Source: an optimization exercise on an open RTL-to-GDS flow (aim: small area, a short achievable clock period and few clock cycles per item). Production flows keep margins and buffers that such runs may drop. The RTL was checked by simulation tests, not by an equivalence proof against the original design. Power is estimated from default activity; no workload was simulated.

==> flow/run.sh <==
#!/bin/bash
# The standard layout (the standard.sh: ORFS synthesis to final layout), with the
# ports buffered by buf_1 cells instead of the resizer's default choice.
export BUFFER_PORTS_ARGS="-buffer_cell sky130_fd_sc_hd__buf_1"
bash standard.sh > standard_flow.log 2>&1
==> standard.sh <==
#!/bin/bash
# synth_recipe.tcl (not shown) runs the flow's synth.tcl, then flattens the netlist and writes it again
# the make line also repeats each setting of config.mk as NAME=value (left out here)
make -C /OpenROAD-flow-scripts/flow DESIGN_CONFIG=/design/flow/config.mk WORK_HOME=/design/flow/orfs CLKGATE_MAP_FILE= SYNTH_SCRIPT=/design/flow/synth_recipe.tcl "${@:-finish}"
==> config.mk <==
export PLATFORM = sky130hd
export DESIGN_NAME = gray_quantizer_with_dither
export DESIGN_NICKNAME = gray_quantizer_with_dither
export VERILOG_FILES = /design/flow/design.v
export SDC_FILE = /design/flow/constraint.sdc
export NUM_CORES = 4
export LEC_CHECK = 0
export ABC_CLOCK_PERIOD_IN_PS = 4000
export CAP_MARGIN = 20
export CORE_MARGIN = 2
export CORE_UTILIZATION = 45
export CTS_BUF_LIST = sky130_fd_sc_hd__clkbuf_4 sky130_fd_sc_hd__clkbuf_8
export CTS_CLUSTER_SIZE = 40
export SETUP_SLACK_MARGIN = 3.8
export SLEW_MARGIN = 20
==> constraint.sdc <==
create_clock -name core_clock -period 8.0 [get_ports {clk}]
set_input_delay 1.6000 -clock core_clock [delete_from_list [all_inputs] [get_ports {clk}]]
set_output_delay 1.6000 -clock core_clock [all_outputs]
set_load 0.01 [all_outputs]
==> design.v <==
`default_nettype none
package gqd_pkg;
  localparam int PIX_W       = 8;
  localparam int NOISE_W     = 16;
  localparam int LVL_W       = 9;
  localparam int DIM_W       = 13;
  localparam int POS_W       = 12;
  localparam int ADDR_W      = 4;
  localparam int DATA_W      = 32;
  localparam logic [LVL_W-1:0] LEVELS_RST = 9'd16;
  localparam logic [DIM_W-1:0] WIDTH_RST  = 13'd640;
  localparam logic [DIM_W-1:0] HEIGHT_RST = 13'd480;
  typedef enum logic [1:0] {
    REG_LEVELS = 2'd0,
    REG_DITHER = 2'd1,
    REG_WIDTH  = 2'd2,
    REG_HEIGHT = 2'd3
  } gqd_reg_t;
endpackage
`default_nettype wire
`default_nettype none
module gqd_div (
  input  wire logic [7:0] a,
  input  wire logic [6:0] mf,
  output logic      [7:0] prod
);
  logic ws1;
  logic wc1;
  logic ws2;
  logic wc2;
  logic ws3;
  logic wc3;
  logic ws4;
  logic wc4;
  logic ws5;
  logic wc5;
  logic ws6;
  logic wc6;
  logic ws7;
  logic wc7;
  logic ws8;
  logic wc8;
  logic ws9;
  logic wc9;
  logic ws10;
  logic wc10;
  logic ws11;
  logic wc11;
  logic ws12;
  logic wc12;
  logic ws13;
  logic wc13;
  logic ws14;
  logic wc14;
  logic ws15;
  logic wc15;
  logic ws16;
  logic wc16;
  logic ws17;
  logic wc17;
  logic ws18;
  logic wc18;
  logic ws19;
  logic wc19;
  logic ws20;
  logic wc20;
  logic ws21;
  logic wc21;
  logic ws22;
  logic wc22;
  logic ws23;
  logic wc23;
  logic ws24;
  logic wc24;
  logic ws25;
  logic wc25;
  logic ws26;
  logic wc26;
  logic ws27;
  logic wc27;
  logic ws28;
  logic wc28;
  logic ws29;
  logic wc29;
  logic ws30;
  logic wc30;
  logic ws31;
  logic wc31;
  logic ws32;
  logic wc32;
  logic ws33;
  logic wc33;
  logic ws34;
  logic wc34;
  logic ws35;
  logic wc35;
  assign ws1 = (a[0] & mf[6]) ^ (a[1] & mf[5]);
  assign wc1 = (a[0] & mf[6]) & (a[1] & mf[5]);
  assign ws2 = (a[1] & mf[6]) ^ (a[2] & mf[5]) ^ (a[3] & mf[4]);
  assign wc2 = ((a[1] & mf[6]) & (a[2] & mf[5])) | ((a[1] & mf[6]) & (a[3] & mf[4])) | ((a[2] & mf[5]) & (a[3] & mf[4]));
  assign ws3 = (a[2] & mf[6]) ^ (a[3] & mf[5]);
  assign wc3 = (a[2] & mf[6]) & (a[3] & mf[5]);
  assign ws4 = (a[0] & mf[4]) ^ (a[1] & mf[3]);
  assign wc4 = (a[0] & mf[4]) & (a[1] & mf[3]);
  assign ws5 = (a[0] & mf[5]) ^ (a[1] & mf[4]) ^ (a[2] & mf[3]);
  assign wc5 = ((a[0] & mf[5]) & (a[1] & mf[4])) | ((a[0] & mf[5]) & (a[2] & mf[3])) | ((a[1] & mf[4]) & (a[2] & mf[3]));
  assign ws6 = (a[3] & mf[2]) ^ (a[4] & mf[1]);
  assign wc6 = (a[3] & mf[2]) & (a[4] & mf[1]);
  assign ws7 = (a[2] & mf[4]) ^ (a[3] & mf[3]) ^ (a[4] & mf[2]);
  assign wc7 = ((a[2] & mf[4]) & (a[3] & mf[3])) | ((a[2] & mf[4]) & (a[4] & mf[2])) | ((a[3] & mf[3]) & (a[4] & mf[2]));
  assign ws8 = (a[5] & mf[1]) ^ (a[6] & mf[0]) ^ ws1;
  assign wc8 = ((a[5] & mf[1]) & (a[6] & mf[0])) | ((a[5] & mf[1]) & ws1) | ((a[6] & mf[0]) & ws1);
  assign ws9 = (a[4] & mf[3]) ^ (a[5] & mf[2]) ^ (a[6] & mf[1]);
  assign wc9 = ((a[4] & mf[3]) & (a[5] & mf[2])) | ((a[4] & mf[3]) & (a[6] & mf[1])) | ((a[5] & mf[2]) & (a[6] & mf[1]));
  assign ws10 = (a[0] | (a[7] & mf[0])) ^ wc1 ^ ws2;
  assign wc10 = ((a[0] | (a[7] & mf[0])) & wc1) | ((a[0] | (a[7] & mf[0])) & ws2) | (wc1 & ws2);
  assign ws11 = (a[4] & mf[4]) ^ (a[5] & mf[3]) ^ (a[6] & mf[2]);
  assign wc11 = ((a[4] & mf[4]) & (a[5] & mf[3])) | ((a[4] & mf[4]) & (a[6] & mf[2])) | ((a[5] & mf[3]) & (a[6] & mf[2]));
  assign ws12 = (a[1] | (a[7] & mf[1])) ^ wc2 ^ ws3;
  assign wc12 = ((a[1] | (a[7] & mf[1])) & wc2) | ((a[1] | (a[7] & mf[1])) & ws3) | (wc2 & ws3);
  assign ws13 = (a[3] & mf[6]) ^ (a[4] & mf[5]) ^ (a[5] & mf[4]);
  assign wc13 = ((a[3] & mf[6]) & (a[4] & mf[5])) | ((a[3] & mf[6]) & (a[5] & mf[4])) | ((a[4] & mf[5]) & (a[5] & mf[4]));
  assign ws14 = (a[6] & mf[3]) ^ (a[2] | (a[7] & mf[2])) ^ wc3;
  assign wc14 = ((a[6] & mf[3]) & (a[2] | (a[7] & mf[2]))) | ((a[6] & mf[3]) & wc3) | ((a[2] | (a[7] & mf[2])) & wc3);
  assign ws15 = (a[4] & mf[6]) ^ (a[5] & mf[5]) ^ (a[6] & mf[4]);
  assign wc15 = ((a[4] & mf[6]) & (a[5] & mf[5])) | ((a[4] & mf[6]) & (a[6] & mf[4])) | ((a[5] & mf[5]) & (a[6] & mf[4]));
  assign ws16 = (a[0] & mf[3]) ^ (a[1] & mf[2]);
  assign wc16 = (a[0] & mf[3]) & (a[1] & mf[2]);
  assign ws17 = (a[2] & mf[2]) ^ (a[3] & mf[1]) ^ (a[4] & mf[0]);
  assign wc17 = ((a[2] & mf[2]) & (a[3] & mf[1])) | ((a[2] & mf[2]) & (a[4] & mf[0])) | ((a[3] & mf[1]) & (a[4] & mf[0]));
  assign ws18 = (a[5] & mf[0]) ^ wc4 ^ ws5;
  assign wc18 = ((a[5] & mf[0]) & wc4) | ((a[5] & mf[0]) & ws5) | (wc4 & ws5);
  assign ws19 = wc5 ^ wc6 ^ ws7;
  assign wc19 = (wc5 & wc6) | (wc5 & ws7) | (wc6 & ws7);
  assign ws20 = wc7 ^ wc8 ^ ws9;
  assign wc20 = (wc7 & wc8) | (wc7 & ws9) | (wc8 & ws9);
  assign ws21 = wc9 ^ wc10 ^ ws11;
  assign wc21 = (wc9 & wc10) | (wc9 & ws11) | (wc10 & ws11);
  assign ws22 = wc11 ^ wc12 ^ ws13;
  assign wc22 = (wc11 & wc12) | (wc11 & ws13) | (wc12 & ws13);
  assign ws23 = (a[3] | (a[7] & mf[3])) ^ wc13 ^ wc14;
  assign wc23 = ((a[3] | (a[7] & mf[3])) & wc13) | ((a[3] | (a[7] & mf[3])) & wc14) | (wc13 & wc14);
  assign ws24 = (a[5] & mf[6]) ^ (a[6] & mf[5]) ^ (a[4] | (a[7] & mf[4]));
  assign wc24 = ((a[5] & mf[6]) & (a[6] & mf[5])) | ((a[5] & mf[6]) & (a[4] | (a[7] & mf[4]))) | ((a[6] & mf[5]) & (a[4] | (a[7] & mf[4])));
  assign ws25 = (a[0] & mf[2]) ^ (a[1] & mf[1]);
  assign wc25 = (a[0] & mf[2]) & (a[1] & mf[1]);
  assign ws26 = (a[2] & mf[1]) ^ (a[3] & mf[0]) ^ ws16;
  assign wc26 = ((a[2] & mf[1]) & (a[3] & mf[0])) | ((a[2] & mf[1]) & ws16) | ((a[3] & mf[0]) & ws16);
  assign ws27 = ws4 ^ wc16 ^ ws17;
  assign wc27 = (ws4 & wc16) | (ws4 & ws17) | (wc16 & ws17);
  assign ws28 = ws6 ^ wc17 ^ ws18;
  assign wc28 = (ws6 & wc17) | (ws6 & ws18) | (wc17 & ws18);
  assign ws29 = ws8 ^ wc18 ^ ws19;
  assign wc29 = (ws8 & wc18) | (ws8 & ws19) | (wc18 & ws19);
  assign ws30 = ws10 ^ wc19 ^ ws20;
  assign wc30 = (ws10 & wc19) | (ws10 & ws20) | (wc19 & ws20);
  assign ws31 = ws12 ^ wc20 ^ ws21;
  assign wc31 = (ws12 & wc20) | (ws12 & ws21) | (wc20 & ws21);
  assign ws32 = ws14 ^ wc21 ^ ws22;
  assign wc32 = (ws14 & wc21) | (ws14 & ws22) | (wc21 & ws22);
  assign ws33 = ws15 ^ wc22 ^ ws23;
  assign wc33 = (ws15 & wc22) | (ws15 & ws23) | (wc22 & ws23);
  assign ws34 = wc15 ^ wc23 ^ ws24;
  assign wc34 = (wc15 & wc23) | (wc15 & ws24) | (wc23 & ws24);
  assign ws35 = (a[6] & mf[6]) ^ (a[5] | (a[7] & mf[5])) ^ wc24;
  assign wc35 = ((a[6] & mf[6]) & (a[5] | (a[7] & mf[5]))) | ((a[6] & mf[6]) & wc24) | ((a[5] | (a[7] & mf[5])) & wc24);
  logic [14:0] row_a, row_b;
  assign row_a = {a[7], (a[6] | (a[7] & mf[6])), wc34, wc33, wc32, wc31, wc30, wc29, wc28, wc27, wc26, wc25, (a[2] & mf[0]), (a[0] & mf[1]), (a[0] & mf[0])};
  assign row_b = {1'b0, wc35, ws35, ws34, ws33, ws32, ws31, ws30, ws29, ws28, ws27, ws26, ws25, (a[1] & mf[0]), 1'b0};
  logic [14:0] sum;
  assign sum  = row_a + row_b;
  assign prod = sum[14:7];
endmodule
module gqd_mulr (
  input  wire logic [7:0] v,
  input  wire logic [7:0] n,
  output logic      [7:0] x
);
  logic ws1;
  logic wc1;
  logic ws2;
  logic wc2;
  logic ws3;
  logic wc3;
  logic ws4;
  logic wc4;
  logic ws5;
  logic wc5;
  logic ws6;
  logic wc6;
  logic ws7;
  logic wc7;
  logic ws8;
  logic wc8;
  logic ws9;
  logic wc9;
  logic ws10;
  logic wc10;
  logic ws11;
  logic wc11;
  logic ws12;
  logic wc12;
  logic ws13;
  logic wc13;
  logic ws14;
  logic wc14;
  logic ws15;
  logic wc15;
  logic ws16;
  logic wc16;
  logic ws17;
  logic wc17;
  logic ws18;
  logic wc18;
  logic ws19;
  logic wc19;
  logic ws20;
  logic wc20;
  logic ws21;
  logic wc21;
  logic ws22;
  logic wc22;
  logic ws23;
  logic wc23;
  assign ws1 = (v[0] & n[6]) ^ (v[1] & n[5]);
  assign wc1 = (v[0] & n[6]) & (v[1] & n[5]);
  assign ws2 = (v[0] & n[7]) ^ (v[1] & n[6]) ^ (v[2] & n[5]);
  assign wc2 = ((v[0] & n[7]) & (v[1] & n[6])) | ((v[0] & n[7]) & (v[2] & n[5])) | ((v[1] & n[6]) & (v[2] & n[5]));
  assign ws3 = (v[3] & n[4]) ^ (v[4] & n[3]);
  assign wc3 = (v[3] & n[4]) & (v[4] & n[3]);
  assign ws4 = (v[0] & n[4]) ^ (v[1] & n[3]);
  assign wc4 = (v[0] & n[4]) & (v[1] & n[3]);
  assign ws5 = (v[0] & n[5]) ^ (v[1] & n[4]) ^ (v[2] & n[3]);
  assign wc5 = ((v[0] & n[5]) & (v[1] & n[4])) | ((v[0] & n[5]) & (v[2] & n[3])) | ((v[1] & n[4]) & (v[2] & n[3]));
  assign ws6 = (v[3] & n[2]) ^ (v[4] & n[1]);
  assign wc6 = (v[3] & n[2]) & (v[4] & n[1]);
  assign ws7 = (v[2] & n[4]) ^ (v[3] & n[3]) ^ (v[4] & n[2]);
  assign wc7 = ((v[2] & n[4]) & (v[3] & n[3])) | ((v[2] & n[4]) & (v[4] & n[2])) | ((v[3] & n[3]) & (v[4] & n[2]));
  assign ws8 = (v[5] & n[1]) ^ (v[6] & n[0]) ^ ws1;
  assign wc8 = ((v[5] & n[1]) & (v[6] & n[0])) | ((v[5] & n[1]) & ws1) | ((v[6] & n[0]) & ws1);
  assign ws9 = (v[5] & n[2]) ^ (v[6] & n[1]) ^ (v[7] & n[0]);
  assign wc9 = ((v[5] & n[2]) & (v[6] & n[1])) | ((v[5] & n[2]) & (v[7] & n[0])) | ((v[6] & n[1]) & (v[7] & n[0]));
  assign ws10 = wc1 ^ ws2 ^ ws3;
  assign wc10 = (wc1 & ws2) | (wc1 & ws3) | (ws2 & ws3);
  assign ws11 = (v[0] & n[3]) ^ (v[1] & n[2]);
  assign wc11 = (v[0] & n[3]) & (v[1] & n[2]);
  assign ws12 = (v[2] & n[2]) ^ (v[3] & n[1]) ^ (v[4] & n[0]);
  assign wc12 = ((v[2] & n[2]) & (v[3] & n[1])) | ((v[2] & n[2]) & (v[4] & n[0])) | ((v[3] & n[1]) & (v[4] & n[0]));
  assign ws13 = (v[5] & n[0]) ^ wc4 ^ ws5;
  assign wc13 = ((v[5] & n[0]) & wc4) | ((v[5] & n[0]) & ws5) | (wc4 & ws5);
  assign ws14 = wc5 ^ wc6 ^ ws7;
  assign wc14 = (wc5 & wc6) | (wc5 & ws7) | (wc6 & ws7);
  assign ws15 = wc7 ^ wc8 ^ ws9;
  assign wc15 = (wc7 & wc8) | (wc7 & ws9) | (wc8 & ws9);
  assign ws16 = wc2 ^ wc3 ^ wc9;
  assign wc16 = (wc2 & wc3) | (wc2 & wc9) | (wc3 & wc9);
  assign ws17 = (v[0] & n[2]) ^ (v[1] & n[1]);
  assign wc17 = (v[0] & n[2]) & (v[1] & n[1]);
  assign ws18 = (v[2] & n[1]) ^ (v[3] & n[0]) ^ ws11;
  assign wc18 = ((v[2] & n[1]) & (v[3] & n[0])) | ((v[2] & n[1]) & ws11) | ((v[3] & n[0]) & ws11);
  assign ws19 = ws4 ^ wc11 ^ ws12;
  assign wc19 = (ws4 & wc11) | (ws4 & ws12) | (wc11 & ws12);
  assign ws20 = ws6 ^ wc12 ^ ws13;
  assign wc20 = (ws6 & wc12) | (ws6 & ws13) | (wc12 & ws13);
  assign ws21 = ws8 ^ wc13 ^ ws14;
  assign wc21 = (ws8 & wc13) | (ws8 & ws14) | (wc13 & ws14);
  assign ws22 = ws10 ^ wc14 ^ ws15;
  assign wc22 = (ws10 & wc14) | (ws10 & ws15) | (wc14 & ws15);
  assign ws23 = wc10 ^ wc15 ^ ws16;
  assign wc23 = (wc10 & wc15) | (wc10 & ws16) | (wc15 & ws16);
  logic [7:0] row_a, row_b;
  assign row_a = {wc21, wc20, wc19, wc18, wc17, (v[2] & n[0]), (v[0] & n[1]), (v[0] & n[0])};
  assign row_b = {ws22, ws21, ws20, ws19, ws18, ws17, (v[1] & n[0]), 1'b0};
  logic [7:0] na, nb, csa_s, csa_c;
  assign na = ~row_a;
  assign nb = ~row_b;
  assign csa_s = na ^ nb ^ 8'd130;
  assign csa_c = (na & nb) | ((na | nb) & 8'd130);
  assign x = csa_s + (csa_c << 1);
endmodule
`default_nettype wire
`default_nettype none
module gqd_build
(
  input  wire logic [8:0] levels,
  output logic [2:0]      shift,
  output logic [6:0]      mul,
  output logic            big,
  output logic            pow2
);
  logic [7:0] nm1;
  logic [7:0] d;
  always_comb begin
    nm1   = levels[7:0] - 1'b1;           
    big   = levels > 9'd128;
    pow2  = !big && ((levels & (levels - 1'b1)) == 9'd0);
    shift = nm1[6] ? 3'd7 : nm1[5] ? 3'd6 : nm1[4] ? 3'd5 : nm1[3] ? 3'd4 :
            nm1[2] ? 3'd3 : nm1[1] ? 3'd2 : nm1[0] ? 3'd1 : 3'd0;
    if (levels == 9'd0) begin
      shift = 3'd0;
    end
    d = (levels == 9'd0) ? 8'd128 : 8'(levels[7:0] << (3'd7 - shift));
    case (6'(d - 8'd65))
      6'd0: mul = 7'd125;
      6'd1: mul = 7'd121;
      6'd2: mul = 7'd117;
      6'd3: mul = 7'd113;
      6'd4: mul = 7'd110;
      6'd5: mul = 7'd107;
      6'd6: mul = 7'd103;
      6'd7: mul = 7'd100;
      6'd8: mul = 7'd97;
      6'd9: mul = 7'd94;
      6'd10: mul = 7'd91;
      6'd11: mul = 7'd88;
      6'd12: mul = 7'd85;
      6'd13: mul = 7'd83;
      6'd14: mul = 7'd80;
      6'd15: mul = 7'd77;
      6'd16: mul = 7'd75;
      6'd17: mul = 7'd72;
      6'd18: mul = 7'd70;
      6'd19: mul = 7'd68;
      6'd20: mul = 7'd65;
      6'd21: mul = 7'd63;
      6'd22: mul = 7'd61;
      6'd23: mul = 7'd59;
      6'd24: mul = 7'd57;
      6'd25: mul = 7'd55;
      6'd26: mul = 7'd53;
      6'd27: mul = 7'd51;
      6'd28: mul = 7'd49;
      6'd29: mul = 7'd47;
      6'd30: mul = 7'd45;
      6'd31: mul = 7'd43;
      6'd32: mul = 7'd41;
      6'd33: mul = 7'd40;
      6'd34: mul = 7'd38;
      6'd35: mul = 7'd36;
      6'd36: mul = 7'd35;
      6'd37: mul = 7'd33;
      6'd38: mul = 7'd32;
      6'd39: mul = 7'd30;
      6'd40: mul = 7'd29;
      6'd41: mul = 7'd27;
      6'd42: mul = 7'd26;
      6'd43: mul = 7'd24;
      6'd44: mul = 7'd23;
      6'd45: mul = 7'd21;
      6'd46: mul = 7'd20;
      6'd47: mul = 7'd19;
      6'd48: mul = 7'd17;
      6'd49: mul = 7'd16;
      6'd50: mul = 7'd15;
      6'd51: mul = 7'd14;
      6'd52: mul = 7'd13;
      6'd53: mul = 7'd11;
      6'd54: mul = 7'd10;
      6'd55: mul = 7'd9;
      6'd56: mul = 7'd8;
      6'd57: mul = 7'd7;
      6'd58: mul = 7'd6;
      6'd59: mul = 7'd5;
      6'd60: mul = 7'd4;
      6'd61: mul = 7'd3;
      6'd62: mul = 7'd2;
      6'd63: mul = 7'd0;
      default: mul = '0;
    endcase
  end
endmodule
`default_nettype wire
`default_nettype none
module gqd_pipe
(
  input  wire logic        clk,
  input  wire logic        rst_n,
  input  wire logic [7:0]  n_lo_i,      
  input  wire logic [2:0]  shift_i,     
  input  wire logic [6:0]  mul_i,
  input  wire logic        big_i,
  input  wire logic        pow2_i,
  input  wire logic        dither_i,
  input  wire logic [12:0] width_i,
  input  wire logic [12:0] height_i,
  input  wire logic        in_valid,
  output logic             in_ready,
  input  wire logic [23:0] in_data,
  output logic             out_valid,
  input  wire logic        out_ready,
  output logic [8:0]       out_data
);
  localparam int PW = gqd_pkg::POS_W;
  logic en, accept;
  logic sk_valid_r;
  assign en       = !sk_valid_r;
  assign in_ready = en;
  assign accept   = in_valid && en;
  logic [PW-1:0] col_r, row_r;
  logic [PW:0]   col_p1, row_p1;
  logic          row_end, plane_end, pos;
  always_comb begin
    col_p1    = {1'b0, col_r} + 1'b1;
    row_p1    = {1'b0, row_r} + 1'b1;
    row_end   = col_p1[PW] || (col_p1 >= width_i);
    plane_end = row_end && (row_p1[PW] || (row_p1 >= height_i));
    pos       = !(col_r[0] ^ row_r[0]);
  end
  always_ff @(posedge clk) begin
    if (!rst_n) begin
      col_r <= '0;
      row_r <= '0;
    end else if (accept) begin
      col_r <= row_end ? '0 : col_p1[PW-1:0];
      if (row_end) begin
        row_r <= plane_end ? '0 : row_p1[PW-1:0];
      end
    end
  end
  logic       s1_v, s1_pe, s1_up, s1_inc;
  logic [7:0] s1_p;
  logic [6:0] s1_fh;
  always_ff @(posedge clk) begin
    if (!rst_n) begin
      s1_v <= 1'b0;
    end else if (en) begin
      s1_v <= accept;
    end
    if (en) begin
      s1_pe   <= plane_end;
      s1_p    <= in_data[23:16];
      s1_fh   <= dither_i ? in_data[15:9] : 7'd0;
      s1_up   <= dither_i && pos;
      s1_inc  <= dither_i && (pos ? (in_data[15:0] != 16'd0) :
                                    (in_data[15:0] == 16'hFFFF && pow2_i));
    end
  end
  logic [7:0] p1;
  gqd_div u_div1 (
    .a    ({1'b0, s1_fh}),
    .mf   (mul_i),
    .prod (p1)
  );
  logic       s2_v, s2_pe, s2_up, s2_inc;
  logic [7:0] s2_p;
  logic [7:0] s2_prod;
  always_ff @(posedge clk) begin
    if (!rst_n) begin
      s2_v <= 1'b0;
    end else if (en) begin
      s2_v <= s1_v;
    end
    if (en) begin
      s2_pe   <= s1_pe;
      s2_p    <= s1_p;
      s2_up   <= s1_up;
      s2_inc  <= s1_inc;
      s2_prod <= big_i ? 8'd0 : p1;
    end
  end
  logic [6:0] q1;
  logic [8:0] vsum;
  logic [7:0] v;
  always_comb begin
    q1   = 7'(s2_prod >> shift_i);
    vsum = {1'b0, s2_p} + ({2'b00, q1} ^ {9{!s2_up}}) + {8'd0, s2_up ? s2_inc : !s2_inc};
    v    = vsum[8] ? {8{s2_up}} : vsum[7:0];
  end
  logic       s3_v, s3_pe;
  logic [7:0] s3_vp;
  always_ff @(posedge clk) begin
    if (!rst_n) begin
      s3_v <= 1'b0;
    end else if (en) begin
      s3_v <= s2_v;
    end
    if (en) begin
      s3_pe <= s2_pe;
      s3_vp <= v;
    end
  end
  logic [7:0] x, y;
  logic       sgn;
  gqd_mulr u_mulr (
    .v (s3_vp),
    .n (n_lo_i),
    .x (x)
  );
  always_comb begin
    sgn = x[7] && (x[6:0] != 7'd0);
    y   = x ^ {8{sgn}};
  end
  logic       s4_v, s4_pe, s4_sgn;
  logic [7:0] s4_vp, s4_y;
  always_ff @(posedge clk) begin
    if (!rst_n) begin
      s4_v <= 1'b0;
    end else if (en) begin
      s4_v <= s3_v;
    end
    if (en) begin
      s4_pe  <= s3_pe;
      s4_vp  <= s3_vp;
      s4_y   <= y;
      s4_sgn <= sgn;
    end
  end
  logic [7:0] p2;
  gqd_div u_div2 (
    .a    (s4_y),
    .mf   (mul_i),
    .prod (p2)
  );
  logic       s5_v, s5_pe, s5_sgn;
  logic [7:0] s5_vp;
  logic [7:0] s5_prod;
  always_ff @(posedge clk) begin
    if (!rst_n) begin
      s5_v <= 1'b0;
    end else if (en) begin
      s5_v <= s4_v;
    end
    if (en) begin
      s5_pe   <= s4_pe;
      s5_vp   <= s4_vp;
      s5_sgn  <= s4_sgn;
      s5_prod <= big_i ? 8'd0 : p2;
    end
  end
  logic [7:0] q2;
  logic [8:0] osum;
  logic [7:0] opix;
  always_comb begin
    q2   = 8'(s5_prod >> shift_i);
    osum = {1'b0, s5_vp} + ({1'b0, q2} ^ {9{s5_sgn}});
    opix = osum[8] ? 8'hFF : osum[7:0];
  end
  logic       out_valid_r;
  logic [8:0] out_data_r, sk_data_r;
  always_ff @(posedge clk) begin
    if (!rst_n) begin
      out_valid_r <= 1'b0;
      sk_valid_r  <= 1'b0;
    end else if (en) begin
      if (!out_valid_r || out_ready) begin
        out_valid_r <= s5_v;
      end else begin
        sk_valid_r  <= s5_v;
      end
    end else if (out_ready) begin
      sk_valid_r  <= 1'b0;
    end
    if (en) begin
      if (!out_valid_r || out_ready) begin
        out_data_r <= {opix, s5_pe};
      end else begin
        sk_data_r  <= {opix, s5_pe};
      end
    end else if (out_ready) begin
      out_data_r <= sk_data_r;
    end
  end
  assign out_valid = out_valid_r;
  assign out_data  = out_data_r;
endmodule
`default_nettype wire
`default_nettype none
module gray_quantizer_with_dither
(
  input  wire logic              clk,
  input  wire logic              rst_n,
  input  wire logic              in_valid,
  output logic                   in_ready,
  input  wire logic [23:0]       in_data,
  output logic                   out_valid,
  input  wire logic              out_ready,
  output logic [8:0]             out_data,
  input  wire logic              psel,
  input  wire logic              penable,
  input  wire logic              pwrite,
  input  wire logic [gqd_pkg::ADDR_W-1:0] paddr,
  input  wire logic [gqd_pkg::DATA_W-1:0] pwdata,
  output logic [gqd_pkg::DATA_W-1:0]      prdata,
  output logic                   pready
);
  logic [gqd_pkg::LVL_W-1:0] levels_r;
  logic                      dither_r;
  logic [gqd_pkg::DIM_W-1:0] width_r;
  logic [gqd_pkg::DIM_W-1:0] height_r;
  logic [7:0]                n_lo;
  logic [2:0]                shift_r;
  logic [6:0]                mul_r;
  gqd_pkg::gqd_reg_t         reg_idx;
  logic                      wr_en;
  assign pready  = 1'b1;
  assign reg_idx = gqd_pkg::gqd_reg_t'(paddr[gqd_pkg::ADDR_W-1:2]);
  assign wr_en   = psel && penable && pwrite;
  always_ff @(posedge clk) begin
    if (!rst_n) begin
      levels_r <= gqd_pkg::LEVELS_RST;
      dither_r <= 1'b0;
      width_r  <= gqd_pkg::WIDTH_RST;
      height_r <= gqd_pkg::HEIGHT_RST;
    end else if (wr_en) begin
      case (reg_idx)
        gqd_pkg::REG_LEVELS: levels_r <= pwdata[gqd_pkg::LVL_W-1:0];
        gqd_pkg::REG_DITHER: dither_r <= pwdata[0];
        gqd_pkg::REG_WIDTH:  width_r  <= pwdata[gqd_pkg::DIM_W-1:0];
        gqd_pkg::REG_HEIGHT: height_r <= pwdata[gqd_pkg::DIM_W-1:0];
        default: begin
        end
      endcase
    end
  end
  logic [2:0] shift_c;
  logic [6:0] mul_c;
  logic       big_c, pow2_c;
  gqd_build u_build (
    .levels (levels_r),
    .shift  (shift_c),
    .mul    (mul_c),
    .big    (big_c),
    .pow2   (pow2_c)
  );
  always_ff @(posedge clk) begin
    shift_r <= shift_c;
    mul_r   <= mul_c;
  end
  assign n_lo = (levels_r == '0) ? 8'd1 : levels_r[7:0];
  always_comb begin
    case (reg_idx)
      gqd_pkg::REG_LEVELS: prdata = gqd_pkg::DATA_W'(levels_r);
      gqd_pkg::REG_DITHER: prdata = gqd_pkg::DATA_W'(dither_r);
      gqd_pkg::REG_WIDTH:  prdata = gqd_pkg::DATA_W'(width_r);
      gqd_pkg::REG_HEIGHT: prdata = gqd_pkg::DATA_W'(height_r);
      default:             prdata = '0;
    endcase
  end
  gqd_pipe u_pipe (
    .clk       (clk),
    .rst_n     (rst_n),
    .n_lo_i    (n_lo),
    .shift_i   (shift_r),
    .mul_i     (mul_r),
    .big_i     (big_c),
    .pow2_i    (pow2_c),
    .dither_i  (dither_r),
    .width_i   (width_r),
    .height_i  (height_r),
    .in_valid  (in_valid),
    .in_ready  (in_ready),
    .in_data   (in_data),
    .out_valid (out_valid),
    .out_ready (out_ready),
    .out_data  (out_data)
  );
endmodule
`default_nettype wire
==> impl_results.md, run 1 <==
- Routed wirelength normalized by instance count: 15.94 µm
- Hold violation total from the final report: 0
- Share of synthesized area spent on multiplexers: 0.03945
- TritonCTS clock tree: built
- Number of cells traversed by the worst hold path: 0
- Inserted Diodes: 0
- Number of flops mapped to enable cells by yosys: 100
- Power share of the clock group: 0.146
- Core Rows: 64
- Chip Width: 180.9 µm
- DR WL met2: 15270 µm
- Post-detailed-route DRC marker count: 0
- Pin count of the biggest net entering global routing: 81
- Final number of max-transition violations: 0
- Syn_area_per_cell: 9.234 µm²
- Highest-count cells in the layout ignoring fill and taps: nand2_1, inv_1, ha_1
- Critical register-to-register path endpoint: u_pipe.s4_y[6]$_DFFE_PN_
- Sw Share: 0.3971
- Static leakage: ~7 nW
- # H-tree levels: 4
- Async set-or-reset flop fraction in the synthesized netlist: 0
- Share of power burned in registers: 0.306
- Number of fillers in the final layout: 2859
- Number of setup violations in the final report: 0
- Share of final-layout standard cells stronger than drive strength 1: 0.1303
- Complex-gate fraction of the synthesized area: 0.1228
- Startpoint of the worst hold path: u_pipe.s4_sgn$_DFFE_PN_
- DIE HEIGHT: about 180 µm
- Die ar.: 32720 µm²
- Setup repair after global routing missed its margin: yes
- Synth area leader: edfxtp_1
- Post-detailed-route via-to-cell ratio: roughly 5.3
- Sort of element at the start of the critical path: register
- Leading cell type in the layout, fill and taps excluded: nand2_1
- Number of nets still failing antenna checks after routing: 0
- Top post-synthesis cells by area: edfxtp_1, dfxtp_1, fa_1
- Relative contribution of combinational cells to total power: 0.548
- Wire length of the first global-routing pass: 52430 µm
- Data arrival time of the critical path: 4.53 ns
- Clock buffer count from CTS: 17
- Crit share post-route: 0.5407
- Root buffer cell: clkbuf_8
- Number of buffers inserted by port buffering: 69
- Min Tclk post-route: roughly 4.3 ns
- Area share of the leading cell type in the synthesized netlist: 0.2132
- Quantity of hold-fixing buffers added after cts: 0
- Setup TNS: 0 ns
- Fraction of the mapped netlist area in adder cells: 0.2088
- I/O pin cnt: 111
- Maximum root-to-sink buffer count: 2
- Number of max-cap violations: 0
- Via count of the first global-routing pass: 10542
- CP required: 8.20 ns
- Clock Sinks: 177
- Synth-to-Final Area Change: 13.03%
- Via count: 10797
- Power per Cell Area: 276.4 nW/µm²
- Xor-xnor portion of the synthesized cell area: 0.05162
- Most used DFF post-synth: edfxtp_1
- Post-synth design cell area: 14080 µm²
- Overall overflow remaining after global route: 0
- Worst min-delay path category: register to register
- Number of distinct standard cells referenced by the synthesized netlist: 79
- Largest clock skew in the final design: 0.02780 ns
- Count of TritonRoute iterations in the first routing pass: 5
- Cells on worst reg2reg path: 18
- FMAX: ~230 MHz
- Amount of wire on met3 after detailed routing: 1296 µm
- Highest ir drop seen on vdd: around 0.00024 V
- Most frequent cell on the critical path: ha_4
- Gate Count Post-Synth: 1525
- Dominant combinational cell family by area after synthesis: adder cells
- Critical-path top delay cell: or4_4
- Total length of routed wires: roughly 32000 µm
- Clock Pin Slew Worst Setup and Hold Paths: roughly 0.11 ns
- Met1 layer wirelength in the final routing: 15380 µm
- Reg2reg start: levels_r[1]$_SDFFE_PN0P_
- Register bit count reported by yosys: 177
- Initial standard-cell utilization of the core: 0.4592
- Clock latency on the worst-skew pair: 0.47 ns
- Final hold slack: about 0.43 ns
- Cell internal pwr: 2.652 mW
- Largest stage delay on the critical path: 0.52 ns
- Share of the core filled with cells: 0.5190
- Top layer in use: met4
- Floorplan Core Area: just over 30000 µm²
- Net Sw Power: 1.747 mW
- Worst slew margin relative to its limit: 0.2621
- Synth Area in Simple Gates: 0.1787
- Warnings from Yosys: 3
- Nets@finish: between 1500 and 2000
- Worst-case register-to-register setup slack: 3.67 ns
- Number of antenna violations at the first check in global routing: 0
- Worst setup path category: register to register
- Slew at the pin closest to its max-slew limit: approximately 1.1 ns
- Global router's overall resource usage: 0.1958
- Crit-path cells: inv_4 -> ha_4 -> nor4b_4 -> nand2_4 -> nand2_4 -> and2_4 -> fa_1 -> fa_1 -> inv_2 -> ha_4 -> ha_4 -> inv_2 -> o21bai_4 -> a21oi_2 -> xnor2_2 -> or4_4 -> nor2b_4 -> mux2_4
- CP Capture Type: register
- Initial DRC count: 686
- Worst Path Max Fanout: 8
- HPWL reported at the end of detailed placement: 22810 µm
- Run status: timing/DRC/antenna clean
- Gp weighted congestion: 0.8521
- Worst-case hold path end point: u_pipe.s5_sgn$_DFFE_PN_
- Sequential element share of the synthesized area: 0.3227
-- worst max-delay path by stage --
| stage | startpoint | to | slack, ns |
|---|---|---|---|
| after detailed placement | levels_r[2]$_SDFFE_PN0P_ | u_pipe.s4_y[1]$_DFFE_PN_ | 2.97 |
| final | levels_r[1]$_SDFFE_PN0P_ | u_pipe.s4_y[6]$_DFFE_PN_ | 3.67 |
| after floorplan | levels_r[0]$_SDFFE_PN0P_ | u_pipe.s4_y[6]$_DFFE_PN_ | 3.62 |
| after CTS | levels_r[0]$_SDFFE_PN0P_ | u_pipe.s4_y[6]$_DFFE_PN_ | 3.55 |
| after global routing | levels_r[1]$_SDFFE_PN0P_ | u_pipe.s4_y[6]$_DFFE_PN_ | 3.54 |
| after global placement | levels_r[2]$_SDFFE_PN0P_ | mul_r[1]$_DFF_P_ | 2.97 |
-- synth_stat cells, drive strengths merged, types with 6 or more instances --
library cell and number:
nand4b 6, fa 72, nor2 66, a21o 20, and2 85, xnor2 46, nor4 6, a21oi 94
nand4 12, o21bai 9, nand3b 6, clkbuf 54, xor2 37, mux2 16, o211ai 12, nand2 189
edfxtp 100, nand2b 10, nor3 28, dfxtp 77, buf 31, nand3 27, a211oi 8, mux2i 30
o21ai 45, a22o 10, inv 167, and3 23, maj3 6, ha 115, nor2b 19, o22ai 15
or3 17
-- worst max-delay path: cells and delay by family, from the launching register on --
family | cells | cell delay [ns]
buffers and inverters | 3 | 0.14
AND/OR/NAND/NOR | 6 | 1.36
adder cells (fa/ha/maj) | 5 | 1.53
XOR/XNOR | 1 | 0.14
multiplexers | 1 | 0.28
flip-flops | 1 | 0.38
AO/OA/AOI/OAI | 2 | 0.21
-- state kept, by name, summed over array words and instances (netlist names), 3 cells and up --
signal and cells:
u_pipe.s4_y 8, mul_r 7, u_pipe.s2_p 8, u_pipe.out_data_r 9, width_r 13, shift_r 3, u_pipe.s5_prod 8, height_r 13
u_pipe.s2_prod 8, u_pipe.s1_fh 7, u_pipe.s1_p 8, u_pipe.row_r 12, u_pipe.s5_vp 8, u_pipe.sk_data_r 9, u_pipe.s4_vp 8, levels_r 9
u_pipe.col_r 12, u_pipe.s3_vp 8
-- routing by layer --
metal | GRT usage | vias up
li1 | - | 5329
met1 | 0.2679 | 5221
met2 | 0.3317 | 224
met3 | 0.02983 | 23
met4 | 0.03548 | 0
met5 | 0 | -
-- power groups by stage --
stage | logic, mW | clock network [mW] | registers, mW
detailed placement | 2.05 | 0 | 1.39
finish | 2.41 | 0.642 | 1.35
global placement | 2.00 | 0 | 1.39
global route | 2.77 | 0.700 | 1.36
CTS | 2.20 | 0.661 | 1.36
floorplan | 1.74 | 0 | 1.28
-- what timing repair did --
item,CTS,global route
pin swaps,14,24
setup buffers,28,29
endpoints found under the setup margin,68,44
gates resized for setup,53,42
cloned,1,1
-- metrics by stage --
stage / instance area (µm²) / power (mW) / setup slack [ns] / cells
final: 15920 / 4.399 / 3.674 / 2023
after floorplan: 14260 / 3.020 / 3.623 / 1543
after CTS: 15460 / 4.219 / 3.547 / 1993
after detailed placement: 14640 / 3.444 / 2.970 / 1932
after global routing: 15920 / 4.837 / 3.542 / 2023
after global placement: 14630 / 3.389 / 2.970 / 1932
-- cell type report --
type                    instances  area (µm²)  area share
clock buffers                  20       269.0     0.01690
inverters                     168       644.4     0.04048
flip-flops and latches        177        4584      0.2880
well taps                     396       495.5     0.03113
multi-input cells            1114        9012      0.5662
clock inverters                12       136.4    0.008569
repair buffers                136       774.5     0.04866
-- kinds of logic (layout without fill, tap and decap cells) --
family,count (synthesis),after routing
and+or+nand+nor,505,505
other,2,20
DFF,177,177
AOI/OAI and AO/OA,263,264
xor gates and xnor gates,83,83
muxes,49,49
buffers and inverters,253,336
adders and majority gates,193,193
Testbench counts, summed over its fixed seeds: cycles 131,552, pixels 131,072.
==> run 2, diff against run 1 <==
--- a/flow/run.sh
+++ b/flow/run.sh
@@ -3,3 +3,4 @@
 # ports buffered by buf_1 cells instead of the resizer's default choice.
 export BUFFER_PORTS_ARGS="-buffer_cell sky130_fd_sc_hd__buf_1"
+export RECOVER_POWER=30
 bash standard.sh > standard_flow.log 2>&1
--- a/config.mk
+++ b/config.mk
@@ -6,5 +6,5 @@
 export NUM_CORES = 4
 export LEC_CHECK = 0
-export ABC_CLOCK_PERIOD_IN_PS = 4000
+export ABC_AREA = 1
 export CAP_MARGIN = 20
 export CORE_MARGIN = 2
==> run 2 against run 1 <==
Critical path type unchanged. Cell area shrank 0.73%. Flip-flop and latch count is the same. Clock skew shrank 0.010 ns. Synthesized cell count grew 20%. Highest routed layer unchanged. Now fails the layout checks on capacitance limit, slew limit.
==> impl_results.md, run 2 <==
- Async set-or-reset flop fraction in the synthesized netlist: 0 (unchanged)
- Worst setup endpoint: u_pipe.s2_prod[3]$_SDFFCE_PP0N_ (was u_pipe.s4_y[6]$_DFFE_PN_)
- Share of final-layout standard cells stronger than drive strength 1: 0.08906 (was 0.1303)
- Setup slack at placement: 3.212 ns (was 2.970 ns)
- Setup TNS: 0 ns (unchanged)
- Critical register-to-register path endpoint: u_pipe.s2_prod[3]$_SDFFCE_PP0N_ (was u_pipe.s4_y[6]$_DFFE_PN_)
- Sort of element at the start of the critical path: register (unchanged)
- Initial standard-cell utilization of the core: 0.4568 (was 0.4592)
- Biggest registers after layout: height_r: 13 flops, width_r: 13 flops (unchanged)
- Number of max-cap violations: 2 (was 0)
- Layout Check Fails: capacitance limit, slew limit
- Setup repair after global routing missed its margin: yes (unchanged)
- Root buffer cell: clkbuf_8 (unchanged)
- Share of the core filled with cells: 0.5007 (was 0.5190)
- Power per Cell Area: 298.2 nW/µm² (was 276.4 nW/µm²)
- Number of buffers inserted by port buffering: 69 (unchanged)
- Run status: finished with violations (was timing/DRC/antenna clean)
- Wire length of the first global-routing pass: 53590 µm (was 52430 µm)
- Via count of the first global-routing pass: 10909 (was 10542)
- Worst-case register-to-register setup slack: 3.26 ns (was 3.67 ns)
- Die ar.: 33480 µm² (was 32720 µm²)
- Post-detailed-route via-to-cell ratio: 5.094 (was 5.337)
- Post-synth design cell area: 14410 µm² (was 14080 µm²)
- Number of antenna violations at the first check in global routing: 0 (unchanged)
- Clock buffer count from CTS: 17 (unchanged)
- Critical path origin: u_pipe.sk_valid_r$_SDFF_PN0_ (was levels_r[1]$_SDFFE_PN0P_)
- Overall overflow remaining after global route: 0 (unchanged)
- Library cell with the highest instance count after synthesis: nand2_1 (unchanged)
- Worst slew margin relative to its limit: -1.800 (was 0.2621)
- Initial DRC count: 641 (was 686)
- Number of nets still failing antenna checks after routing: 0 (unchanged)
- CP Capture Type: register (unchanged)
- TritonCTS clock tree: built (unchanged)
- Maximum root-to-sink buffer count: 2 (unchanged)
- Count of TritonRoute iterations in the first routing pass: 5 (unchanged)
- Post-detailed-route DRC marker count: 0 (unchanged)
- Static leakage: 7.825 nW (was 6.805 nW)
- Largest clock skew in the final design: 0.01761 ns (was 0.02780 ns)
- Chip Width: 183.0 µm (was 180.9 µm)
- Syn_area_per_cell: 7.885 µm² (was 9.234 µm²)
- # H-tree levels: 4 (unchanged)
- Most used DFF post-synth: edfxtp_1 (unchanged)
- Worst Path Max Fanout: 77 (was 8)
- Sequential element share of the synthesized area: 0.3153 (was 0.3227)
- PnR Total Power: 4.712 mW (was 4.399 mW)
- Routed wirelength normalized by instance count: 14.25 µm (was 15.94 µm)
- DIE HEIGHT: 183.0 µm (was 180.9 µm)
- FMAX: 211.1 MHz (was 231.2 MHz)
- Reg2reg start: u_pipe.sk_valid_r$_SDFF_PN0_ (was levels_r[1]$_SDFFE_PN0P_)
- I/O pin cnt: 111 (unchanged)
- Clock Sinks: 177 (unchanged)
- Total length of routed wires: 33080 µm (was 32240 µm)
- Min Tclk post-route: 4.737 ns (was 4.326 ns)
- Highest ir drop seen on vdd: 0.0003360 V (was 0.0002449 V)
- Worst setup path category: register to register (unchanged)
- Global router's overall resource usage: 0.2004 (was 0.1958)
- Core Rows: 65 (was 64)
- Register bit count reported by yosys: 177 (unchanged)
- Data arrival time of the critical path: 4.72 ns (was 4.53 ns)
- Final hold slack: 0.4157 ns (was 0.4255 ns)
- Synth-to-Final Area Change: 9.618% (was 13.03%)
- Highest-count cells in the layout ignoring fill and taps: nand2_1, inv_1, ha_1 (unchanged)
- Area share of the leading cell type in the synthesized netlist: 0.2083 (was 0.2132)
- Clock latency on the worst-skew pair: 0.48 ns (was 0.47 ns)
- HPWL reported at the end of detailed placement: 24990 µm (was 22810 µm)
- Slack of the critical path: 3.263 ns (was 3.674 ns)
- Pin count of the biggest net entering global routing: 78 (was 81)
- Via count: 11829 (was 10797)
- Commonest cells in the synthesized netlist: nand2_1, inv_1, ha_1 (unchanged)
- Top post-synthesis cells by area: edfxtp_1, nand2_1, dfxtp_1 (was edfxtp_1, dfxtp_1, fa_1)
- Crit share post-route: 0.5922 (was 0.5407)
- Number of flops mapped to enable cells by yosys: 100 (unchanged)
- Number of setup violations in the final report: 0 (unchanged)
- Nets@finish: 2161 (was 1868)
- Inserted Diodes: 0 (unchanged)
- Synth area leader: edfxtp_1 (unchanged)
- Number of fillers in the final layout: 3097 (was 2859)
- Gate Count Post-Synth: 1828 (was 1525)
- Cells on worst reg2reg path: 2 (was 18)
- Hold violation total from the final report: 0 (unchanged)
- Worst min-delay path category: register to register (unchanged)
- Leading cell type in the layout, fill and taps excluded: nand2_1 (unchanged)
- Warnings from Yosys: 3 (unchanged)
- Floorplan Core Area: 31560 µm² (was 30670 µm²)
- Clock Pin Slew Worst Setup and Hold Paths: 0.09 ns (was 0.11 ns)
- Number of distinct standard cells referenced by the synthesized netlist: 59 (was 79)
- Gp weighted congestion: 0.8687 (was 0.8521)
- Final number of max-transition violations: 126 (was 0)
- Quantity of hold-fixing buffers added after cts: 0 (unchanged)
- CP required: 7.98 ns (was 8.20 ns)
- Slew at the pin closest to its max-slew limit: 4.199 ns (was 1.103 ns)
[run 2: cell types whose count changed after synthesis, moves of 28 or more]
cell | previous run | this run
o21ai_0 | 43 | 98
nand3_1 | 27 | 94
and2_1 | 84 | 2
inv_1 | 166 | 338
nand2_1 | 188 | 427
xnor2_1 | 46 | 15
mux2i_1 | 29 | 1
[run 2: power breakdown]
| part | total [mW] | switching [mW] | leakage, nW | internal (mW) |
|---|---|---|---|---|
| combinational | 2.70 | 1.64 | 5.91 | 1.07 |
| sequential | 1.42 | 0.188 | 1.73 | 1.23 |
| clock | 0.594 | 0.341 | 0.187 | 0.253 |
[run 2: timing repair]
item	in CTS	in global routing
pin swaps	4	19
setup buffers	11	35
gates cloned	0	0
setup endpoints to repair	38	51
resized for setup	32	46
[run 2: final cells by class]
class / instances / area, µm² / share of cell area
tap: 402 / 503.0 / 0.03183
timing repair buffer: 119 / 618.1 / 0.03912
inverter: 351 / 1359 / 0.08600
sequential: 177 / 4587 / 0.2903
multi-input combinational: 1241 / 8376 / 0.5301
clock buffer: 19 / 249.0 / 0.01576
clock inverter: 13 / 108.9 / 0.006889
[run 2: worst max-delay path: stages (launching register included)]
cell and delay [ns]:
dfxtp_1 0.48, clkinvlp_2 0.71, clkbuf_1 3.01
[run 2: metal layers]
metal  GRT usage  up-vias  share of wire
met4     0.05088        0          0.014
met1      0.2807     5578           0.48
met3     0.03554       26          0.042
li1            -     5970              -
met2      0.3220      255           0.46
met5           0        -              0
[run 2: logic make-up after synthesis]
| family | share of synthesized area |
|---|---|
| simple gates | 0.2155 |
| xor+xnor | 0.03915 |
| other cells | 0.0005210 |
| mux | 0.0006945 |
| fa+ha+maj | 0.1998 |
| buf+inv | 0.1200 |
| compound gates | 0.1091 |
| flops | 0.3153 |
[run 2: worst min path at each step]
stage / from / endpoint / slack, ns / cells after the start
after floorplan: u_pipe.s1_inc$_DFFE_PN_ / u_pipe.s2_inc$_DFFE_PN_ / 0.40 / 0
after global placement: u_pipe.s4_vp[7]$_DFFE_PN_ / u_pipe.s5_vp[7]$_DFFE_PN_ / 0.40 / 0
after detailed placement: u_pipe.s3_pe$_DFFE_PN_ / u_pipe.s4_pe$_DFFE_PN_ / 0.41 / 0
after CTS: u_pipe.s4_pe$_DFFE_PN_ / u_pipe.s5_pe$_DFFE_PN_ / 0.42 / 0
after global routing: u_pipe.s4_pe$_DFFE_PN_ / u_pipe.s5_pe$_DFFE_PN_ / 0.43 / 0
final: u_pipe.s4_pe$_DFFE_PN_ / u_pipe.s5_pe$_DFFE_PN_ / 0.42 / 0
[run 2: stage by stage]
step | cells | cell area, µm²
after floorplan | 1846 | 14500
after global placement | 2244 | 14880
after detailed placement | 2244 | 14880
after CTS | 2287 | 15420
after global routing | 2322 | 15800
final | 2322 | 15800
==> run 3, diff against run 2 <==
--- a/flow/run.sh
+++ b/flow/run.sh
@@ -3,4 +3,4 @@
 # ports buffered by buf_1 cells instead of the resizer's default choice.
 export BUFFER_PORTS_ARGS="-buffer_cell sky130_fd_sc_hd__buf_1"
-export RECOVER_POWER=30
+export RECOVER_POWER=100
 bash standard.sh > standard_flow.log 2>&1
==> run 3 against run 2 <==
Still fails the layout checks on capacitance limit, slew limit. Synthesized area stayed put. Die area is the same. Critical path depth rose by 22. Fmax shrank 14%. Sequential share of layout area increased by 0.27 points. Global-route usage unchanged. Clock power about the same. Cell area shrank 0.99%. Non-clock buffer count did not move. Worst hold slack better by 0.0011 ns. Critical endpoint is now mul_r[2]$_DFF_P_. Largest power group unchanged.
==> impl_results.md, run 3 <==
- Run status: finished with violations (unchanged)
- Layout Check Fails: capacitance limit, slew limit (unchanged)
- Maximum root-to-sink buffer count: 2 (unchanged)
- TritonCTS clock tree: built (unchanged)
- Top post-synthesis cells by area: edfxtp_1, nand2_1, dfxtp_1 (unchanged)
- Number of buffers inserted by port buffering: 69 (unchanged)
- Placement Cell Area: 14880 µm² (unchanged)
- Post-detailed-route DRC marker count: 0 (unchanged)
- Slew at the pin closest to its max-slew limit: 4.182 ns (was 4.199 ns)
- Root buffer cell: clkbuf_8 (unchanged)
- Number of nets still failing antenna checks after routing: 0 (unchanged)
- Gp weighted congestion: 0.8687 (unchanged)
- Share of the core filled with cells: 0.4958 (was 0.5007)
- DIE HEIGHT: 183.0 µm (unchanged)
- Floorplan Core Area: 31560 µm² (unchanged)
- CP Capture Type: register (unchanged)
- Via count of the first global-routing pass: 10909 (unchanged)
- Setup TNS: 0 ns (unchanged)
- # H-tree levels: 4 (unchanged)
- Synth-to-Final Area Change: 8.533% (was 9.618%)
- Share of power burned in registers: 0.305 (was 0.301)
- Async set-or-reset flop fraction in the synthesized netlist: 0 (unchanged)
- Reg2reg start: levels_r[0]$_SDFFE_PN0P_ (was u_pipe.sk_valid_r$_SDFF_PN0_)
- Data arrival time of the critical path: 5.86 ns (was 4.72 ns)
- Worst-case register-to-register setup slack: 2.51 ns (was 3.26 ns)
- Clock buffer count from CTS: 17 (unchanged)
- Largest stage delay on the critical path: 0.67 ns (was 3.01 ns)
- Area share of the leading cell type in the synthesized netlist: 0.2083 (unchanged)
- Sequential element share of the synthesized area: 0.3153 (unchanged)
- Final hold slack: 0.4168 ns (was 0.4157 ns)
- Global router's overall resource usage: 0.2004 (unchanged)
- Die ar.: 33480 µm² (unchanged)
- HPWL reported at the end of detailed placement: 24990 µm (unchanged)
- Register bit count reported by yosys: 177 (unchanged)
- Min Tclk post-route: 5.490 ns (was 4.737 ns)
- Worst-case hold path end point: u_pipe.s5_pe$_DFFE_PN_ (unchanged)
- Leading cell type in the layout, fill and taps excluded: nand2_1 (unchanged)
- Cell internal pwr: 2.507 mW (was 2.547 mW)
- Crit share post-route: 0.6863 (was 0.5922)
- Power per Cell Area: 297.0 nW/µm² (was 298.2 nW/µm²)
- Worst slew margin relative to its limit: -1.788 (was -1.800)
- Library cell with the highest instance count after synthesis: nand2_1 (unchanged)
- Critical-path top delay cell: ha_1 (was clkbuf_1)
- Quantity of hold-fixing buffers added after cts: 0 (unchanged)
- Synth area leader: edfxtp_1 (unchanged)
- Inserted Diodes: 0 (unchanged)
- Largest clock skew in the final design: 0.01904 ns (was 0.01761 ns)
- Crit-path cells: clkinvlp_2 -> clkbuf_1 -> ha_1 -> inv_1 -> ha_1 -> nand2_1 -> nand2_1 -> nand2_1 -> nand2_1 -> nand2_1 -> nand2_1 -> nor3_1 -> nand2_1 -> ha_1 -> ha_1 -> clkinvlp_2 -> nand2_1 -> inv_1 -> a21oi_1 -> nand2_1 -> nand3_1 -> nand2_1 -> nand2_1 -> nand2_1 (was clkinvlp_2 -> clkbuf_1)
- Initial standard-cell utilization of the core: 0.4568 (unchanged)
- Nets@finish: 2161 (unchanged)
- Sw Share: 0.4603 (was 0.4595)
- Clock Pin Slew Worst Setup and Hold Paths: 0.09 ns (about the same)
- Relative contribution of combinational cells to total power: 0.567 (was 0.573)
- I/O pin cnt: 111 (unchanged)
- CP required: 8.37 ns (was 7.98 ns)
- Net Sw Power: 2.138 mW (was 2.165 mW)
- Post-detailed-route via-to-cell ratio: 5.101 (was 5.094)
- Biggest registers after layout: height_r: 13 flops, width_r: 13 flops (unchanged)
- Number of cells traversed by the worst hold path: 0 (unchanged)
- Sort of element at the start of the critical path: register (unchanged)
- Most frequent cell on the critical path: nand2_1
- Clock latency on the worst-skew pair: 0.49 ns (was 0.48 ns)
- Hold violation total from the final report: 0 (unchanged)
- Syn_area_per_cell: 7.885 µm² (unchanged)
- Setup repair after global routing missed its margin: yes (unchanged)
- Power share of the clock group: 0.128 (was 0.126)
- Highest ir drop seen on vdd: 0.0003276 V (was 0.0003360 V)
- Wire length of the first global-routing pass: 53590 µm (unchanged)
- Most used DFF post-synth: edfxtp_1 (unchanged)
- Cells on worst reg2reg path: 24 (was 2)
- Initial DRC count: 658 (was 641)
- Total length of routed wires: 33160 µm (was 33080 µm)
- Number of antenna violations at the first check in global routing: 0 (unchanged)
- Static leakage: 7.786 nW (was 7.825 nW)
- Overall overflow remaining after global route: 0 (unchanged)
- Count of TritonRoute iterations in the first routing pass: 7 (was 5)
- Routed wirelength normalized by instance count: 14.28 µm (was 14.25 µm)
- Final number of max-transition violations: 126 (unchanged)
- Clock Sinks: 177 (unchanged)
- Highest-count cells in the layout ignoring fill and taps: nand2_1, inv_1, ha_1 (unchanged)
- Number of flops mapped to enable cells by yosys: 100 (unchanged)
- Commonest cells in the synthesized netlist: nand2_1, inv_1, ha_1 (unchanged)
- Post-synth design cell area: 14410 µm² (unchanged)
- Number of setup violations in the final report: 0 (unchanged)
- Core Rows: 65 (unchanged)
- Gate Count Post-Synth: 1828 (unchanged)
- Critical register-to-register path endpoint: mul_r[2]$_DFF_P_ (was u_pipe.s2_prod[3]$_SDFFCE_PP0N_)
- Worst setup path category: register to register (unchanged)
- Chip Width: 183.0 µm (unchanged)
- Startpoint of the worst hold path: u_pipe.s4_pe$_DFFE_PN_ (unchanged)
- Fin area: 15640 µm² (was 15800 µm²)
- Worst min-delay path category: register to register (unchanged)
- FMAX: 182.1 MHz (was 211.1 MHz)
- Number of max-cap violations: 2 (unchanged)
- Pin count of the biggest net entering global routing: 78 (unchanged)
- Number of distinct standard cells referenced by the synthesized netlist: 59 (unchanged)
- Worst Path Max Fanout: 18 (was 77)
- Warnings from Yosys: 3 (unchanged)
- Share of final-layout standard cells stronger than drive strength 1: 0.07760 (was 0.08906)
- Via count: 11844 (was 11829)
-- run 3: cell counts after synthesis --
No cell type changed its count.
-- run 3: worst max path at each step --
stage / start / cells past startpoint / end
final: levels_r[0]$_SDFFE_PN0P_ / 24 / mul_r[2]$_DFF_P_
after global routing: levels_r[0]$_SDFFE_PN0P_ / 24 / mul_r[2]$_DFF_P_
after CTS: levels_r[0]$_SDFFE_PN0P_ / 24 / mul_r[2]$_DFF_P_
after detailed placement: levels_r[2]$_SDFFE_PN0P_ / 26 / u_pipe.s4_y[0]$_DFFE_PN_
after global placement: levels_r[2]$_SDFFE_PN0P_ / 26 / u_pipe.s4_y[0]$_DFFE_PN_
after floorplan: levels_r[0]$_SDFFE_PN0P_ / 27 / u_pipe.s4_y[0]$_DFFE_PN_
-- run 3: worst max-delay path, delay by kind of cell, from the launching register on --
kind / cells / cell delay, ns
buffers and inverters: 5 / 1.30
adders and majority gates: 4 / 1.66
AOI/OAI and AO/OA: 1 / 0.12
DFF: 1 / 0.33
and+or+nand+nor: 14 / 1.98
-- run 3: logic make-up (layout without fill, tap and decap cells) --
kind of cell	count (synthesis)	after routing	share of synthesized area
XOR/XNOR	62	62	0.03915
AND/OR/NAND/NOR	692	692	0.2155
flip-flops	177	177	0.3153
adder cells (fa/ha/maj)	187	187	0.1998
buffers and inverters	428	502	0.1200
other	2	20	0.0005210
AO/OA/AOI/OAI	279	279	0.1091
multiplexers	1	1	0.0006945
-- run 3: routing by layer --
metal / up-vias / track usage / wire length [µm]
met1: 5597 / 0.2807 / 15820
met2: 250 / 0.3220 / 15320
met5: - / 0 / 0
li1: 5972 / - / -
met3: 25 / 0.03554 / 1551
met4: 0 / 0.05088 / 478
-- run 3: repair_timing --
item / CTS / global route
endpoints found under the setup margin: 38 / 51
hold endpoints to repair: 0 / 0
resized for setup: 32 / 46
pin swaps: 4 / 19
setup buffers: 11 / 35
-- run 3: power by group through the flow --
stage	clock [mW]	sequential, mW	combinational [mW]
after global placement	0	1.46	2.48
after detailed placement	0	1.46	2.52
final	0.595	1.41	2.64
after CTS	0.617	1.43	2.59
after floorplan	0	1.31	2.13
after global routing	0.649	1.43	3.10
-- run 3: final cells by class --
type	instances	area, µm²
timing repair buffer	119	616.8
clock buffer	19	249.0
clock inverter	13	108.9
sequential	177	4583
multi-input combinational	1241	8237
fill	3119	15910
tap	402	503.0
inverter	351	1346
-- run 3: stage by stage --
step	power [mW]	instances	setup slack [ns]
3_3_place_gp	3.939	2244	3.246
3_5_place_dp	3.985	2244	3.212
4_1_cts	4.629	2287	3.730
2_1_floorplan	3.442	1846	3.802
5_1_grt	5.183	2322	1.870
6_report	4.646	2322	2.510
==> run 4, diff against run 3 <==
--- a/flow/run.sh
+++ b/flow/run.sh
@@ -3,4 +3,3 @@
 # ports buffered by buf_1 cells instead of the resizer's default choice.
 export BUFFER_PORTS_ARGS="-buffer_cell sky130_fd_sc_hd__buf_1"
-export RECOVER_POWER=100
 bash standard.sh > standard_flow.log 2>&1
==> run 4 against run 3 <==
The run now finishes clean. Fmax rose by 32%. Sequential power barely moved. Via count down 0.19%. Global-route usage is the same. Clock skew rose by 0.00058 ns. Setup slack improved by 1.3 ns.
==> impl_results.md, run 4 <==
- Clock Sinks: 177 (unchanged)
- Number of distinct standard cells referenced by the synthesized netlist: 59 (unchanged)
- Share of final-layout standard cells stronger than drive strength 1: 0.09271 (was 0.07760)
- Wire length of the first global-routing pass: 53590 µm (unchanged)
- # H-tree levels: 4 (unchanged)
- Chip Width: 183.0 µm (unchanged)
- Data arrival time of the critical path: 2.57 ns (was 5.86 ns)
- Sequential element share of the synthesized area: 0.3153 (unchanged)
- Number of placed cells counting well taps: 2244 (unchanged)
- Crit share post-route: 0.5216 (was 0.6863)
- Register bit count reported by yosys: 177 (unchanged)
- Min Tclk post-route: 4.173 ns (was 5.490 ns)
- Global router's overall resource usage: 0.2004 (unchanged)
- PnR Total Power: 4.717 mW (was 4.646 mW)
- Setup TNS: 0 ns (unchanged)
- Leading cell type in the layout, fill and taps excluded: nand2_1 (unchanged)
- Top post-synthesis cells by area: edfxtp_1, nand2_1, dfxtp_1 (unchanged)
- Post-detailed-route DRC marker count: 0 (unchanged)
- TritonCTS clock tree: built (unchanged)
- Highest-count cells in the layout ignoring fill and taps: nand2_1, inv_1, ha_1 (unchanged)
- Commonest cells in the synthesized netlist: nand2_1, inv_1, ha_1 (unchanged)
- Sequential cell area in the final layout: 4587 µm² (was 4583 µm²)
- Number of flops mapped to enable cells by yosys: 100 (unchanged)
- Gate Count Post-Synth: 1828 (unchanged)
- Largest clock skew in the final design: 0.01961 ns (was 0.01904 ns)
- Relative contribution of combinational cells to total power: 0.574 (was 0.567)
- Worst Path Max Fanout: 7 (was 18)
- I/O pin cnt: 111 (unchanged)
- Initial DRC count: 630 (was 658)
- Worst setup path category: input port to output port (was register to register)
- Final number of max-transition violations: 0 (was 126)
- Fin area: 15840 µm² (was 15640 µm²)
- Setup repair after global routing missed its margin: yes (unchanged)
- Core Rows: 65 (unchanged)
- Nets@finish: 2161 (unchanged)
- Cell internal pwr: 2.550 mW (was 2.507 mW)
- Worst min-delay path category: register to register (unchanged)
- Setup slack at placement: 3.212 ns (unchanged)
- Clock latency on the worst-skew pair: 0.48 ns (was 0.49 ns)
- Number of nets still failing antenna checks after routing: 0 (unchanged)
- Post-synth design cell area: 14410 µm² (unchanged)
- Highest ir drop seen on vdd: 0.0003362 V (was 0.0003276 V)
- Library cell with the highest instance count after synthesis: nand2_1 (unchanged)
- Total length of routed wires: 33140 µm (was 33160 µm)
- Post-detailed-route via-to-cell ratio: 5.091 (was 5.101)
- Slew at the pin closest to its max-slew limit: 1.077 ns (was 4.182 ns)
- Biggest registers after layout: height_r: 13 flops, width_r: 13 flops (unchanged)
- Slack of the critical path: 3.827 ns (was 2.510 ns)
- Area share of the leading cell type in the synthesized netlist: 0.2083 (unchanged)
- FMAX: 239.6 MHz (was 182.1 MHz)
- Overall overflow remaining after global route: 0 (unchanged)
- Clock Pin Slew Worst Setup and Hold Paths: 0.09 ns (about the same)
- Share of power burned in registers: 0.300 (was 0.305)
- Placement Cell Area: 14880 µm² (unchanged)
- Sw Share: 0.4594 (was 0.4603)
- Worst slew margin relative to its limit: 0.2755 (was -1.788)
- Final hold slack: 0.4158 ns (was 0.4168 ns)
- Routed wirelength normalized by instance count: 14.27 µm (was 14.28 µm)
- Via count: 11822 (was 11844)
- Hold violation total from the final report: 0 (unchanged)
- Multi-input logic area: 8394 µm² (was 8237 µm²)
- Most used DFF post-synth: edfxtp_1 (unchanged)
- HPWL reported at the end of detailed placement: 24990 µm (unchanged)
- Sort of element at the start of the critical path: input port (was register)
- Die ar.: 33480 µm² (unchanged)
- DIE HEIGHT: 183.0 µm (unchanged)
- Clock buffer count from CTS: 17 (unchanged)
- Net Sw Power: 2.167 mW (was 2.138 mW)
- Maximum root-to-sink buffer count: 2 (unchanged)
- Via count of the first global-routing pass: 10909 (unchanged)
- Floorplan Core Area: 31560 µm² (unchanged)
- Share of the core filled with cells: 0.5019 (was 0.4958)
- Synth-to-Final Area Change: 9.887% (was 8.533%)
- CP required: 6.40 ns (was 8.37 ns)
- Number of buffers inserted by port buffering: 69 (unchanged)
- Inserted Diodes: 0 (unchanged)
- Root buffer cell: clkbuf_8 (unchanged)
- Run status: timing/DRC/antenna clean (was finished with violations)
- Number of max-cap violations: 0 (was 2)
- Power share of the clock group: 0.126 (was 0.128)
- Static leakage: 7.846 nW (was 7.786 nW)
- Pin count of the biggest net entering global routing: 78 (unchanged)
- Number of fillers in the final layout: 3087 (was 3119)
- Warnings from Yosys: 3 (unchanged)
- Async set-or-reset flop fraction in the synthesized netlist: 0 (unchanged)
- Number of antenna violations at the first check in global routing: 0 (unchanged)
- Power per Cell Area: 297.8 nW/µm² (was 297.0 nW/µm²)
- Synth area leader: edfxtp_1 (unchanged)
- Syn_area_per_cell: 7.885 µm² (unchanged)
- Non-filler cells, final: 2322 (unchanged)
- CP Capture Type: output port (was register)
- Count of TritonRoute iterations in the first routing pass: 5 (was 7)
- Gp weighted congestion: 0.8687 (unchanged)
- Number of setup violations in the final report: 0 (unchanged)
- Initial standard-cell utilization of the core: 0.4568 (unchanged)
run 4: final cells by class:
| cell class | instances | area share |
|---|---|---|
| Inverter | 351 | 0.08587 |
| Multi-Input combinational cell | 1241 | 0.5300 |
| Sequential cell | 177 | 0.2896 |
| Tap cell | 402 | 0.03176 |
| Clock inverter | 13 | 0.006873 |
| Clock buffer | 19 | 0.01572 |
| Timing Repair Buffer | 119 | 0.04021 |
run 4: power groups by stage:
stage               Sequential [mW]  Combinational, mW  Clock, mW
floorplan                      1.31               2.13          0
global placement               1.46               2.48          0
detailed placement             1.46               2.52          0
CTS                            1.43               2.59      0.617
global route                   1.43               3.17      0.649
finish                         1.42               2.71      0.594
run 4: per-layer routing:
metal,part of all wire,global-route usage,wire length [µm]
met5,0,0,0
met4,0.014,0.05088,462
met3,0.046,0.03554,1514
met2,0.46,0.3220,15280
met1,0.48,0.2807,15880
run 4: kinds of logic after synthesis:
family	Yosys count	synth area share
simple gates	692	0.2155
buf+inv	428	0.1200
compound gates	279	0.1091
fa+ha+maj	187	0.1998
flops	177	0.3153
xor+xnor	62	0.03915
other cells	2	0.0005210
mux	1	0.0006945
run 4: repair_timing:
action / CTS / global route
setup endpoints to repair: 38 / 51
pin swaps: 4 / 19
setup buffers: 11 / 35
hold endpoints to repair: 0 / 0
gates resized for setup: 32 / 46
hold buffers: 0 / 0
run 4: worst max-delay path, stage by stage:
cell      delay, ns
clkbuf_2       0.14
inv_1          0.09
nor2_4         0.21
inv_2          0.12
o221ai_1       0.22
buf_1          0.19
run 4: worst paths after layout:
path / start / end / slack, ns / cells past startpoint
max reg2reg: u_pipe.s3_vp[1]$_DFFE_PN_ / u_pipe.s4_y[2]$_DFFE_PN_ / 3.85 / 21
min: u_pipe.s4_pe$_DFFE_PN_ / u_pipe.s5_pe$_DFFE_PN_ / 0.42 / 0
max: paddr[3] / prdata[3] / 3.83 / 6
min reg2reg: u_pipe.s4_pe$_DFFE_PN_ / u_pipe.s5_pe$_DFFE_PN_ / 0.42 / 0

static timing again, ports no longer ideal:
How much do the figures lean on ideal ports? The routed layouts below were timed once more, with nothing changed but the port constraints. Step 1 sets driving cells, clkbuf_16 on the clock port and buf_2 on the other inputs (assumed; they add their load-dependent delay and slew). Step 2 also shifts input and output timing later by t, the mid clock arrival at the registers, as if the neighbouring blocks saw the same clock. Slacks: no drivers / after step 1 / after step 2; pairs: no drivers / after step 1.
| run | t, ns | setup WS [ns] | worst setup path after step 2 | worst slew at a driven data input, ns | cell pins on the clock port's net |
|---|---|---|---|---|---|
| run 1 | 0.505 | 3.674 / 3.674 / 3.674 | register to register | 0.04 | 1 |
| run 2 | 0.522 | 3.263 / 3.263 / 3.263 | register to register | 0.04 | 1 |
| run 3 | 0.526 | 2.510 / 2.510 / 2.510 | register to register | 0.04 | 1 |
| run 4 | 0.521 | 3.827 / 3.799 / 3.799 | input to output | 0.04 | 1 |
For run 4, which loses most, drivers alone change the setup slack by -0.028 ns; drivers and shift together by -0.028 ns.
